This is an optimization exercise on Yosys and OpenROAD, whose aim is small area, not a production implementation.
Function was checked by simulation only, so behaviour that the tests miss may differ from the original.
Power and IR drop assume default switching activity.

--- design/flow/design.v ---
module dm_dec4 (
   input  logic       en,
   input  logic [3:0] a,
   output logic [15:0] y
);
   always_comb
      for (int i = 0; i < 16; i++) y[i] = en & (a == 4'(i));
endmodule
module dm_dec4_all (
   input  logic       en,
   input  logic       all_n,
   input  logic [3:0] a,
   output logic [15:0] y
);
   always_comb
      for (int i = 0; i < 16; i++) y[i] = (en & (a == 4'(i))) | ~all_n;
endmodule
module dm_and2 (input logic a, b, output logic y);
   assign y = a & b;
endmodule
module dm_nand2 (input logic a, b, output logic y);
   assign y = ~(a & b);
endmodule
module dm_aoi222 (input logic d0, s0, d1, s1, d2, s2, output logic y_n);
   assign y_n = ~((d0 & s0) | (d1 & s1) | (d2 & s2));
endmodule
module dm_tree86 (input logic [85:0] l1, output logic y);
   assign y = ~&l1;
endmodule
module dm_rdcol (
   input  logic [255:0] d,
   input  logic [255:0] s,
   output logic         y
);
   logic [85:0] l1;    
   for (genvar g = 0; g < 85; g++) begin : g_a3
      dm_aoi222 u (.d0(d[3*g]), .s0(s[3*g]), .d1(d[3*g+1]), .s1(s[3*g+1]),
                   .d2(d[3*g+2]), .s2(s[3*g+2]), .y_n(l1[g]));
   end
   dm_nand2 u_n2 (.a(d[255]), .b(s[255]), .y(l1[85]));
   dm_tree86 u_t (.l1(l1), .y(y));
endmodule
module dmem_responder (
   input  logic        clk,
   input  logic        rst,
   input  logic [15:0] mem_access_addr,
   input  logic [15:0] mem_write_data,
   input  logic        mem_write_en,
   input  logic        mem_read_en,
   output logic [15:0] mem_read_data,
   output logic        init_busy,
   output logic        wbuf_full,
   output logic [2:0]  wbuf_count,
   output logic        wbuf_overflow
);
   logic        run_q;
   logic [7:0]  clear_ptr_q;
   logic [2:0]  count_q;
   logic        overflow_q;
   logic        cleared_q;
   logic        pend_v_q;
   logic [7:0]  pend_addr_q;
   logic [15:0] pend_data_q;
   logic [15:0] mem_q [256];
   logic [7:0]  addr;
   logic        is_read, full, drain, enq, drop;
   assign addr    = mem_access_addr[7:0];
   assign is_read = mem_read_en & ~mem_write_en;
   assign full    = count_q[2];
   assign drain   = run_q && (count_q != 3'd0) && !is_read;
   assign enq     = mem_write_en && (!full || drain);
   assign drop    = mem_write_en && full && !drain;
   always_ff @(posedge clk or negedge rst) begin
      if (!rst) begin
         run_q       <= 1'b0;
         clear_ptr_q <= '0;
         count_q     <= '0;
         overflow_q  <= 1'b0;
         cleared_q   <= 1'b0;
         pend_v_q    <= 1'b0;
      end else begin
         if (!run_q) begin
            clear_ptr_q <= clear_ptr_q + 1'b1;
            if (clear_ptr_q == 8'hFF) run_q <= 1'b1;
         end
         if (enq && !drain) count_q <= count_q + 1'b1;
         else if (!enq && drain) count_q <= count_q - 1'b1;
         if (drop) overflow_q <= 1'b1;
         cleared_q <= 1'b1;
         pend_v_q  <= enq;
      end
   end
   always_ff @(posedge clk) begin
      pend_addr_q <= addr;
      pend_data_q <= mem_write_data;
   end
   logic [15:0]  wlo, whi;
   logic [255:0] wsel;
   logic [15:0]  wdata;
   dm_dec4_all u_wdec_lo (.en(1'b1),     .all_n(cleared_q), .a(pend_addr_q[3:0]), .y(wlo));
   dm_dec4_all u_wdec_hi (.en(pend_v_q), .all_n(cleared_q), .a(pend_addr_q[7:4]), .y(whi));
   for (genvar r = 0; r < 256; r++) begin : g_wsel
      dm_and2 u (.a(wlo[r % 16]), .b(whi[r / 16]), .y(wsel[r]));
   end
   assign wdata = pend_data_q & {16{cleared_q}};
   always_ff @(posedge clk) begin
      for (int r = 0; r < 256; r++)
         if (wsel[r]) mem_q[r] <= wdata;
   end
   logic [15:0]  rlo, rhi;
   logic [255:0] rsel;
   logic [15:0]  arr_rd;
   dm_dec4 u_rdec_lo (.en(1'b1),      .a(addr[3:0]), .y(rlo));
   dm_dec4 u_rdec_hi (.en(cleared_q), .a(addr[7:4]), .y(rhi));
   for (genvar r = 0; r < 256; r++) begin : g_rsel
      dm_and2 u (.a(rlo[r % 16]), .b(rhi[r / 16]), .y(rsel[r]));
   end
   for (genvar b = 0; b < 16; b++) begin : g_rcol
      logic [255:0] col;
      for (genvar r = 0; r < 256; r++) begin : g_c
         assign col[r] = mem_q[r][b];
      end
      dm_rdcol u (.d(col), .s(rsel), .y(arr_rd[b]));
   end
   assign mem_read_data = (pend_v_q && pend_addr_q == addr) ? pend_data_q : arr_rd;
   assign init_busy     = !run_q;
   assign wbuf_full     = full;
   assign wbuf_count    = count_q;
   assign wbuf_overflow = overflow_q;
endmodule
--- design/flow/flow/run.sh ---
#!/bin/bash
set -euo pipefail
export CTS_ARGS="-sink_clustering_enable -repair_clock_nets -sink_clustering_size 16 -sink_clustering_max_diameter 50 -buf_list sky130_fd_sc_hd__clkbuf_8 -dont_use_dummy_load"
bash standard.sh > standard.log 2>&1
--- design/flow/standard.sh ---
#!/bin/bash
# synth_recipe.tcl (not shown) runs the flow's synth.tcl, then flattens the netlist and writes it again
# the make line also repeats each setting of config.mk as NAME=value (left out here)
make -C /OpenROAD-flow-scripts/flow DESIGN_CONFIG=/design/flow/config.mk WORK_HOME=/design/flow/orfs CLKGATE_MAP_FILE= SYNTH_SCRIPT=/design/flow/synth_recipe.tcl "${@:-finish}"
--- design/flow/config.mk ---
export PLATFORM = sky130hd
export DESIGN_NAME = dmem_responder
export DESIGN_NICKNAME = dmem_responder
export VERILOG_FILES = /design/flow/design.v
export SDC_FILE = /design/flow/constraint.sdc
export NUM_CORES = 4
export LEC_CHECK = 0
export CAP_MARGIN = 20
export CORE_MARGIN = 2
export CORE_UTILIZATION = 40
export CTS_BUF_LIST = sky130_fd_sc_hd__clkbuf_8
export CTS_CLUSTER_DIAMETER = 50
export CTS_CLUSTER_SIZE = 16
export SLEW_MARGIN = 20
export SYNTH_HIERARCHICAL = 1
--- design/flow/constraint.sdc ---
create_clock -name core_clock -period 10.0 [get_ports {clk}]
set_input_delay 2.0000 -clock core_clock [delete_from_list [all_inputs] [get_ports {clk}]]
set_output_delay 2.0000 -clock core_clock [all_outputs]
set_load 0.01 [all_outputs]
==> impl_metrics.toml, run 1 <==
[outcome]
status = "complete, no violations"

[cells_and_area]
final_cell_mix = "edfxtp_1 (4096), a222oi_1 (1360), and2_1 (513)"
area_growth_pct = 9.89
mostFrequentLayoutCell = "edfxtp_1"
nNetsFinal = 7341
drive_gt1_share_pct = 9.51

[worst_setup_path]
start_kind = "input pin"
r2r-start = "cleared_q"
critical-path-top-delay-family = "simple AND/OR/NAND/NOR gates"
required_ns = 8.00
crit_chain = "clkdlybuf4s50_1 > nand2b_1 > nor2_4 > buf_4 > and2_1 > a222oi_1 > nand4_1 > nor4_2 > buf_4 > nand4_1 > or4_1 > buf_4 > mux2_2 > clkdlybuf4s50_1"
cp_common_cell = "buf_4"
cp_max_fo = 16
slowest_stage = "clkdlybuf4s50_1"
cp.arrival_ns = 7.85
max_stage_delay_ns = 0.69
path_class = "in2out"
critPathCaptureType = "output port"
cp_num_buf_inv = 5
crit_start = "mem_access_addr[1]"

[cts]
clock_tree.buffer_depth = 4
cts.root.buffer_cell = "clkbuf_8"
cts_setup_buffers = 0
cts.sinks = 4135
clk_pin_slew_worst_paths_ns = 0.05
ctsResizeCount = 0
h-tree-depth = 5
insertion_delay_ns = 1.10
cts_buffers = 395
postCtsHoldBufs = 0
cts_tree = "built"

[timing]
drv_slew = 0
setup_viol = 0
period_minus_slack_ns = 9.85
hold_viol_final = 0
max_slew_margin_pct = 15.3
tightest_slew_ns = 1.27
hold_slack_ns = 0.474
fin_crit_sh_pct = 98.5
setup_tns_ns = 0
skew_ns = 0.130
rsz0062_at_grt = "no"
fmax_mhz = 102

[detailed_routing]
drc = 0
drtIter0Drc = 16500
antenna_left = 0
post_drt_wl_per_cell_um = 34.3
wirelength_um = 418000
vias = 79500
drt-vias-per-instance = 6.53
firstDrtPassIters = 15

[floorplanning]
io_pins = 58
coreArea_um2 = 360000
die-area_um2 = 367000
start_util_pct = 40.3
chipHeight_um = 606
die_width_um = 606
row_count = 220

[power]
internal-power_mw = 23.8
clkPwrFrac_pct = 28.6
p_sw_share_pct = 21.4
peakVddDrop_uv = 112
p_seq_share_pct = 67.4
netSwitchingPower_mw = 6.47
p_leak_nw = 50.1
power_density_nw_per_um2 = 190
power_frac_comb_pct = 4.1

[min_path]
hold_class = "reg2reg"
hp-start = "clear_ptr_q[5]"

[grt]
grtUsageTotal_pct = 22.0
grt_max_degree = 194
grt_pass1_vias = 75000
grt_antenna_before_repair = 67
grt_overflow = 0
grt_first_pass_wirelength_um = 572000

[placed_design]
io_buffers = 49
gp_congestion = 0.897
dp_hpwl_um = 254000

[synth]
synth_flop_cell = "edfxtp_1"
synth_cells = 6663
seq_area_frac_synth_pct = 85.5
synth_edf_count = 4096
ys_ff_latch = 4135
syn-mean-instance-area_um2 = 21.7
synth_cell_types = 37
ys_warn_count = 10
syn_area_um2 = 145000
async_flop_share_pct = 0.363

[run]
maxCapViolations = 0
## stage by stage
| stage | power [mW] | setup slack [ns] | cells | utilization, % | cell area (um2) |
|---|---|---|---|---|---|
| CTS | 30.4 | 0.277 | 12100 | 44.1 | 159000 |
| finish | 30.3 | 0.151 | 12200 | 44.2 | 159000 |
| detailed placement | 22.0 | 0.274 | 11700 | 42.6 | 153000 |
| floorplan | 21.3 | 3.70 | 6671 | - | 145000 |
| global placement | 21.9 | 0.319 | 11700 | 42.6 | 153000 |
| global route | 31.2 | 0.149 | 12100 | 44.2 | 159000 |
## modules after synthesis, one instance, submodules excluded, a selection
module,flops+latches,cells inside,copies in the design
dm_tree86,0,29,16
dm_dec4_all,0,25,2
dmem_responder,4135,4215,1
dm_aoi222,0,1,1360
dm_nand2,0,1,16
dm_and2,0,1,512
dm_dec4,0,23,2
## cells in the mapped netlist, types with 8 or more instances
cell type | count | area [um2]
nand3_1 | 8 | 40.0
or4_1 | 32 | 240
and2_1 | 529 | 3310
nand3b_1 | 8 | 60.1
nand4_1 | 354 | 2210
nor2_1 | 25 | 93.8
o21ai_1 | 18 | 90.1
mux2_2 | 18 | 203
edfxtp_1 | 4096 | 123000
a222oi_1 | 1360 | 13600
nand2b_1 | 9 | 56.3
o21ai_2 | 8 | 70.1
xnor2_1 | 14 | 123
nor4_1 | 64 | 400
nand2_1 | 39 | 146
dfrtp_1 | 15 | 375
dfxtp_1 | 24 | 480
## path summary, 6_finish.rpt
kind,to,slack (ns),depth (start not counted)
setup / recovery,mem_read_data[15],0.15,14
hold / removal,clear_ptr_q[5],0.47,1
setup reg to reg,mem_q[106][10],5.54,4
hold reg to reg,clear_ptr_q[5],0.47,1
max in group asynchronous,cleared_q,8.22,1
min in group asynchronous,count_q[0],1.29,1
## registers in the layout (all words and copies together), names as in the netlist
signal,flops
pend_v_q,1
pend_data_q,16
count_q,3
run_q,1
overflow_q,1
mem_q,4096
clear_ptr_q,8
pend_addr_q,8
cleared_q,1
## power by group through the flow
stage	Clock, mW	Combinational, mW	Sequential [mW]
2_1_floorplan	0	0.528	20.7
3_3_place_gp	0	1.17	20.7
3_5_place_dp	0	1.21	20.8
4_1_cts	8.81	1.22	20.4
5_1_grt	9.40	1.28	20.5
6_report	8.65	1.23	20.4
## layout make-up
| cell class | count | area (um2) |
|---|---|---|
| timing repair buffer | 239 | 2130 |
| tap | 4773 | 5970 |
| antenna | 115 | 288 |
| clock buffer | 395 | 5440 |
| fill | 30100 | 201000 |
| sequential | 4135 | 124000 |
| inverter | 2 | 7.51 |
| multi-input combinational | 2529 | 21500 |
## layer usage
metal	global-route usage [%]	vias to the layer above	part of all wire, %
li1	-	32100	-
met1	30.1	41700	37
met2	34.9	5078	48
met3	3.56	704	11
met4	9.91	8	4.0
met5	0	-	0.013
## cell families after synthesis
| kind of cell | synth area share [%] |
|---|---|
| buf+inv | 0.0276 |
| simple gates | 4.63 |
| fa+ha+maj | 0.0311 |
| other cells | 0.00259 |
| mux | 0.140 |
| flops | 85.5 |
| xor+xnor | 0.109 |
| compound gates | 9.55 |
==> inputs of run 2 (changes only) <==
==> design/flow/run.sh (new file) <==
#!/bin/bash
# synth_recipe.tcl (not shown) runs the flow's synth.tcl, then flattens the netlist and writes it again
# the make line also repeats each setting of config.mk as NAME=value (left out here)
make -C /OpenROAD-flow-scripts/flow DESIGN_CONFIG=/design/flow/config.mk WORK_HOME=/design/flow/orfs CLKGATE_MAP_FILE= SYNTH_SCRIPT=/design/flow/synth_recipe.tcl finish
removed: design/flow/flow/run.sh
removed: design/flow/standard.sh
==> impl_metrics.toml, run 2 <==
[timing]
setup_viol = 0
hold_viol_final = 0
setup_ws_ns = 0.200
drv_slew = 0
max_slew_margin_pct = 14.3
setup_tns_ns = 0
period_minus_slack_ns = 9.80
fin_crit_sh_pct = 98.0
tightest_slew_ns = 1.28
hold_slack_ns = 0.478
fmax_mhz = 102
skew_ns = 0.0893
rsz0062_at_grt = "no"

[worst_setup_path]
max_stage_delay_ns = 0.68
start_kind = "input pin"
crit_chain = "clkdlybuf4s50_1 > nand2b_1 > nor2_4 > buf_4 > and2_1 > a222oi_1 > nand4_1 > nor4_2 > buf_4 > nand4_1 > or4_1 > buf_4 > mux2_2 > clkdlybuf4s50_1"
cp.arrival_ns = 7.80
required_ns = 8.00
slowest_stage = "clkdlybuf4s50_1"
critPathCaptureType = "output port"
critical-path-top-delay-family = "simple AND/OR/NAND/NOR gates"
path_class = "in2out"
cp_num_buf_inv = 5
cp_common_cell = "buf_4"
cp_max_fo = 16
rrSetupSlack_ns = 5.49

[detailed_routing]
antenna_left = 0
vias = 80100
post_drt_wl_per_cell_um = 33.6
wirelength_um = 419000
drc = 0
drtIter0Drc = 17300
drt-vias-per-instance = 6.41
firstDrtPassIters = 17

[synth]
ys_ff_latch = 4135
seq_area_frac_synth_pct = 85.5
synth_cells = 6663
syn-mean-instance-area_um2 = 21.7
yosys-top-cells-area = "edfxtp_1 (85%), a222oi_1 (9.4%), and2_1 (2.3%)"
synth_most_common_cell = "edfxtp_1"
synth.cells.most_frequent = "edfxtp_1 (4096), a222oi_1 (1360), and2_1 (529)"
syn_area_um2 = 145000
async_flop_share_pct = 0.363
synth_top_cell_by_area = "edfxtp_1"
synth_cell_types = 37
synth_edf_count = 4096
synth_top_cell_area_share_pct = 84.9
ys_warn_count = 10
synth_flop_cell = "edfxtp_1"

[cells_and_area]
final_cell_mix = "edfxtp_1 (4096), a222oi_1 (1360), and2_1 (513)"
largest_register_ffs = 4096
largest_registers = "mem_q x4096, pend_data_q x16"
area_growth_pct = 12.2
regMostFlops = "mem_q"
mostFrequentLayoutCell = "edfxtp_1"
final_util_pct = 45.2
drive_gt1_share_pct = 12.7
nNetsFinal = 7342

[cts]
h-tree-depth = 5
cts.sinks = 4135
cts_setup_buffers = 0
insertion_delay_ns = 1.14
cts.root.buffer_cell = "clkbuf_8"
clk_pin_slew_worst_paths_ns = 0.08
clock_tree.buffer_depth = 4
postCtsHoldBufs = 0
cts_buffers = 395
cts_tree = "built"
ctsResizeCount = 0

[power]
fin_total_pwr_mw = 32.9
power_density_nw_per_um2 = 203
p_leak_nw = 51.7
peakVddDrop_uv = 119

[placed_design]
dp_hpwl_um = 254000
io_buffers = 49
dp_slack_ns = 0.274
gp_congestion = 0.897

[floorplanning]
die-area_um2 = 367000
row_count = 220
start_util_pct = 40.3
die_width_um = 606
io_pins = 58
chipHeight_um = 606
coreArea_um2 = 360000

[grt]
grtUsageTotal_pct = 22.1
grt_first_pass_wirelength_um = 575000
grt_overflow = 0
grt_max_degree = 194
grt_antenna_before_repair = 68
grt_pass1_vias = 75400

[run]
maxCapViolations = 0

[outcome]
status = "complete, no violations"

[min_path]
hold_class = "reg2reg"
[run 2: worst reg2reg max path, cell delays in order (launching register included)]
cell and delay [ns]:
dfrtp_4 0.64, buf_4 0.74, and2_4 1.01, buf_4 0.91, buf_4 0.83
[run 2: through the flow]
step           cells  instance area, um2
6_report       12500              163000
3_5_place_dp   11700              153000
5_1_grt        12400              162000
4_1_cts        12400              162000
2_1_floorplan   6671              145000
3_3_place_gp   11700              153000
[run 2: worst paths after layout]
kind,from,endpoint,cells after the start
max in group asynchronous,rst,cleared_q,1
hold / removal,clear_ptr_q[5],clear_ptr_q[5],1
min in group asynchronous,rst,count_q[0],1
hold reg to reg,clear_ptr_q[5],clear_ptr_q[5],1
setup reg to reg,cleared_q,mem_q[107][10],4
setup / recovery,mem_access_addr[1],mem_read_data[15],14
[run 2: per-layer routing]
metal | share of wire, % | global-route usage (%)
met2 | 48 | 35.0
met1 | 37 | 30.2
met5 | 0.017 | 0
met4 | 4.3 | 10.0
met3 | 11 | 3.53
[run 2: cells by family (layout without fill, tap and decap cells)]
| family | after synthesis | in the layout | synth area share [%] |
|---|---|---|---|
| xor gates and xnor gates | 18 | 18 | 0.109 |
| AOI/OAI and AO/OA | 1395 | 1395 | 9.55 |
| muxes | 18 | 18 | 0.140 |
| and+or+nand+nor | 1086 | 1086 | 4.63 |
| DFF | 4135 | 4135 | 85.5 |
| other | 1 | 112 | 0.00259 |
| buffers and inverters | 7 | 948 | 0.0276 |
| adders and majority gates | 3 | 3 | 0.0311 |
[run 2: layout make-up]
cell class | instances | area (um2)
timing repair buffer | 240 | 2160
antenna | 103 | 258
fill | 29900 | 197000
sequential | 4135 | 124000
clock inverter | 309 | 3380
tap | 4773 | 5970
multi-input combinational | 2529 | 21500
inverter | 2 | 7.51
clock buffer | 397 | 5460
[run 2: per-module statistics from Yosys (local to each module, per instance), excerpt]
module / cells / flops+latches / cell area (um2) / copies in the design
dm_nand2: 1 / 0 / 3.75 / 16
dm_dec4_all: 25 / 0 / 154 / 2
dmem_responder: 4215 / 4135 / 125000 / 1
dm_tree86: 29 / 0 / 181 / 16
dm_aoi222: 1 / 0 / 10.0 / 1360
dm_dec4: 23 / 0 / 118 / 2
dm_and2: 1 / 0 / 6.26 / 512
[run 2: where the power goes]
group	switching, mW	internal [mW]	leakage [nW]	total [mW]
Combinational	1.06	0.164	7.60	1.23
Clock	6.26	5.06	4.46	11.3
Sequential	0.254	20.1	39.7	20.4
Total	7.58	25.4	51.7	32.9
==> inputs of run 3 (changes only) <==
--- a/design/flow/config.mk
+++ b/design/flow/config.mk
@@ -8,8 +8,9 @@
 export CAP_MARGIN = 20
 export CORE_MARGIN = 2
-export CORE_UTILIZATION = 40
+export CORE_UTILIZATION = 30
 export CTS_BUF_LIST = sky130_fd_sc_hd__clkbuf_8
 export CTS_CLUSTER_DIAMETER = 50
 export CTS_CLUSTER_SIZE = 16
+export PLACE_DENSITY = 0.45
 export SLEW_MARGIN = 20
 export SYNTH_HIERARCHICAL = 1
==> impl_metrics.toml, run 3 <==
[cts]
cts.sinks = 4135
insertion_delay_ns = 1.16
clk_pin_slew_worst_paths_ns = 0.08
cts_setup_buffers = 0
clock_tree.buffer_depth = 4
cts_tree = "built"
ctsResizeCount = 0
cts_buffers = 414
cts.root.buffer_cell = "clkbuf_8"
h-tree-depth = 5
postCtsHoldBufs = 0

[synth]
seq_area_frac_synth_pct = 85.5
yosys-top-cells-area = "edfxtp_1 (85%), a222oi_1 (9.4%), and2_1 (2.3%)"
async_flop_share_pct = 0.363
synth_top_cell_area_share_pct = 84.9
ys_ff_latch = 4135
synth_top_cell_by_area = "edfxtp_1"
synth_edf_count = 4096
syn-mean-instance-area_um2 = 21.7
synth.cells.most_frequent = "edfxtp_1 (4096), a222oi_1 (1360), and2_1 (529)"
syn_area_um2 = 145000
ys_warn_count = 10
synth_cells = 6663
synth_most_common_cell = "edfxtp_1"
synth_flop_cell = "edfxtp_1"
synth_cell_types = 37

[worst_setup_path]
path_class = "in2out"
rrSetupSlack_ns = 5.69
crit_chain = "clkdlybuf4s50_1 > buf_4 > nand2_1 > buf_4 > nor2_4 > buf_8 > buf_4 > and2_1 > buf_4 > a222oi_1 > nand4_1 > nor4_1 > buf_4 > nand4_1 > buf_4 > or4_1 > buf_4 > mux2_2 > clkdlybuf4s50_1"
cp.arrival_ns = 7.77
worst-path-stages = 19
start_kind = "input pin"
r2r-start = "cleared_q"
slowest_stage = "a222oi_1"
cp_max_fo = 9
max_stage_delay_ns = 0.70
rr_worst_depth = 4
critical-path-top-delay-family = "buffers and inverters"
r2r_end = "mem_q[241][7]"
cp_common_cell = "buf_4"
cp_num_buf_inv = 10
required_ns = 8.00
critPathCaptureType = "output port"

[timing]
fin_crit_sh_pct = 97.7
fmax_mhz = 102
skew_ns = 0.0615
hold_viol_final = 0
setup_viol = 0
setup_ws_ns = 0.227
setup_tns_ns = 0
max_slew_margin_pct = 18.1
period_minus_slack_ns = 9.77
drv_slew = 0
tightest_slew_ns = 1.22
rsz0062_at_grt = "no"

[floorplanning]
start_util_pct = 30.1
die-area_um2 = 488000
die_width_um = 699
io_pins = 58
coreArea_um2 = 481000
row_count = 255
chipHeight_um = 699

[cells_and_area]
n_fill_cell = 44800
nNetsFinal = 7531
regMostFlops = "mem_q"
fin_cells = 14300
largest_register_ffs = 4096
design_area_um2 = 167000
largest_registers = "mem_q x4096, pend_data_q x16"
mostFrequentLayoutCell = "edfxtp_1"
final_cell_mix = "edfxtp_1 (4096), a222oi_1 (1360), and2_1 (510)"
final_util_pct = 34.6
area_growth_pct = 15.0
drive_gt1_share_pct = 15.4

[detailed_routing]
drc = 0
antenna_left = 0
drtIter0Drc = 14800
wirelength_um = 461000
vias = 79600
drt-vias-per-instance = 5.56
post_drt_wl_per_cell_um = 32.2
firstDrtPassIters = 14

[placed_design]
placed_cells = 13500
io_buffers = 49
gp_congestion = 0.827
dp_hpwl_um = 290000
dp_slack_ns = 0.264
placed_area_um2 = 157000

[grt]
gr-usage-met2_pct = 28.9
grt_pass1_vias = 77700
grt_overflow = 0
grtUsageTotal_pct = 18.1
met1_usage_pct = 25.0
grt_max_degree = 199
grtUsageMet3_pct = 3.14
grt_first_pass_wirelength_um = 627000
grt_antenna_before_repair = 78
grt-busiest-layer = "met2"

[run]
maxCapViolations = 0

[outcome]
status = "complete, no violations"

[min_path]
min_to = "clear_ptr_q[7]"
hold_depth = 1
hold_class = "reg2reg"
hp-start = "clear_ptr_q[7]"

[power]
peakVddDrop_uv = 110
power_density_nw_per_um2 = 201
p_leak_nw = 53.0
run 3: cell type report:
cell class | instances | area (um2) | area share [%]
clock buffer | 420 | 5780 | 3.47
clock inverter | 351 | 3710 | 2.23
sequential | 4135 | 124000 | 74.4
multi-input combinational | 2529 | 21600 | 13.0
antenna | 56 | 140 | 0.0841
tap | 6425 | 8040 | 4.83
inverter | 2 | 7.51 | 0.00451
timing repair buffer | 410 | 3440 | 2.06
run 3: cell families after synthesis:
family | share of synthesized area [%]
AO/OA/AOI/OAI | 9.55
XOR/XNOR | 0.109
adder cells (fa/ha/maj) | 0.0311
buffers and inverters | 0.0276
flip-flops | 85.5
multiplexers | 0.140
other | 0.00259
AND/OR/NAND/NOR | 4.63
run 3: per-module statistics from Yosys, one instance, submodules excluded, excerpt:
module,times used,cells
dm_and2,512,1
dm_aoi222,1360,1
dm_dec4,2,23
dm_dec4_all,2,25
dm_nand2,16,1
dm_tree86,16,29
dmem_responder,1,4215
run 3: metrics by stage:
step | total power, mW | hold slack, ns
final | 33.6 | 0.479
after global routing | 34.6 | 0.503
after CTS | 33.9 | 0.482
after detailed placement | 22.1 | 0.463
after global placement | 22.0 | 0.457
after floorplan | 21.3 | 0.438
run 3: worst max-delay path by stage:
| stage | startpoint | to |
|---|---|---|
| after floorplan | mem_access_addr[3] | mem_read_data[0] |
| after detailed placement | mem_access_addr[1] | mem_read_data[8] |
| final | mem_access_addr[1] | mem_read_data[8] |
| after global routing | mem_access_addr[0] | mem_read_data[8] |
| after global placement | mem_access_addr[1] | mem_read_data[8] |
| after CTS | mem_access_addr[1] | mem_read_data[8] |
run 3: metal layers:
layer  up-vias  wire, um
li1      32800         -
met1     42300    189000
met2      3839    215000
met3       646     38900
met4        20     17200
met5         -       130
run 3: power breakdown:
group          total (mW)  switching [mW]  leakage (nW)  internal (mW)
Clock                11.9            6.53          4.81           5.37
Combinational        1.27            1.10          8.51          0.165
Sequential           20.4           0.248          39.7           20.1

[separate check: timing with driven ports]
How much do the figures lean on ideal ports? The routed layouts below were timed once more, with nothing changed but the port constraints.
Step 1 (the two cells are an assumption about what drives the block):
set clk [get_ports {clk}]
set_driving_cell -lib_cell sky130_fd_sc_hd__clkbuf_16 $clk
set_driving_cell -lib_cell sky130_fd_sc_hd__buf_2 [delete_from_list [all_inputs] $clk]
Step 2 times the ports against the registers' clock, not the clock port: input delays grow and output delays shrink by t, the midpoint of the rising clock arrivals with the driver on.
a / b / c = no drivers / after step 1 / after step 2; a / b = the first two.
run	shift t [ns]	setup WS [ns]	worst setup path at the end	clock arrival spread, ns	slew at the worst register clock pin (ns)
run 1	1.142	0.151 / 0.070 / 0.070	input to output	0.159 / 0.160	0.10 / 0.10
run 2	1.195	0.200 / 0.117 / 0.117	input to output	0.097 / 0.097	0.10 / 0.10
run 3	1.248	0.227 / 0.198 / 0.198	input to output	0.082 / 0.082	0.11 / 0.11
After both steps setup and hold are still met in every run listed. The setup slack of run 2, which loses most, moves by -0.083 ns with the drivers and by -0.083 ns with both steps.
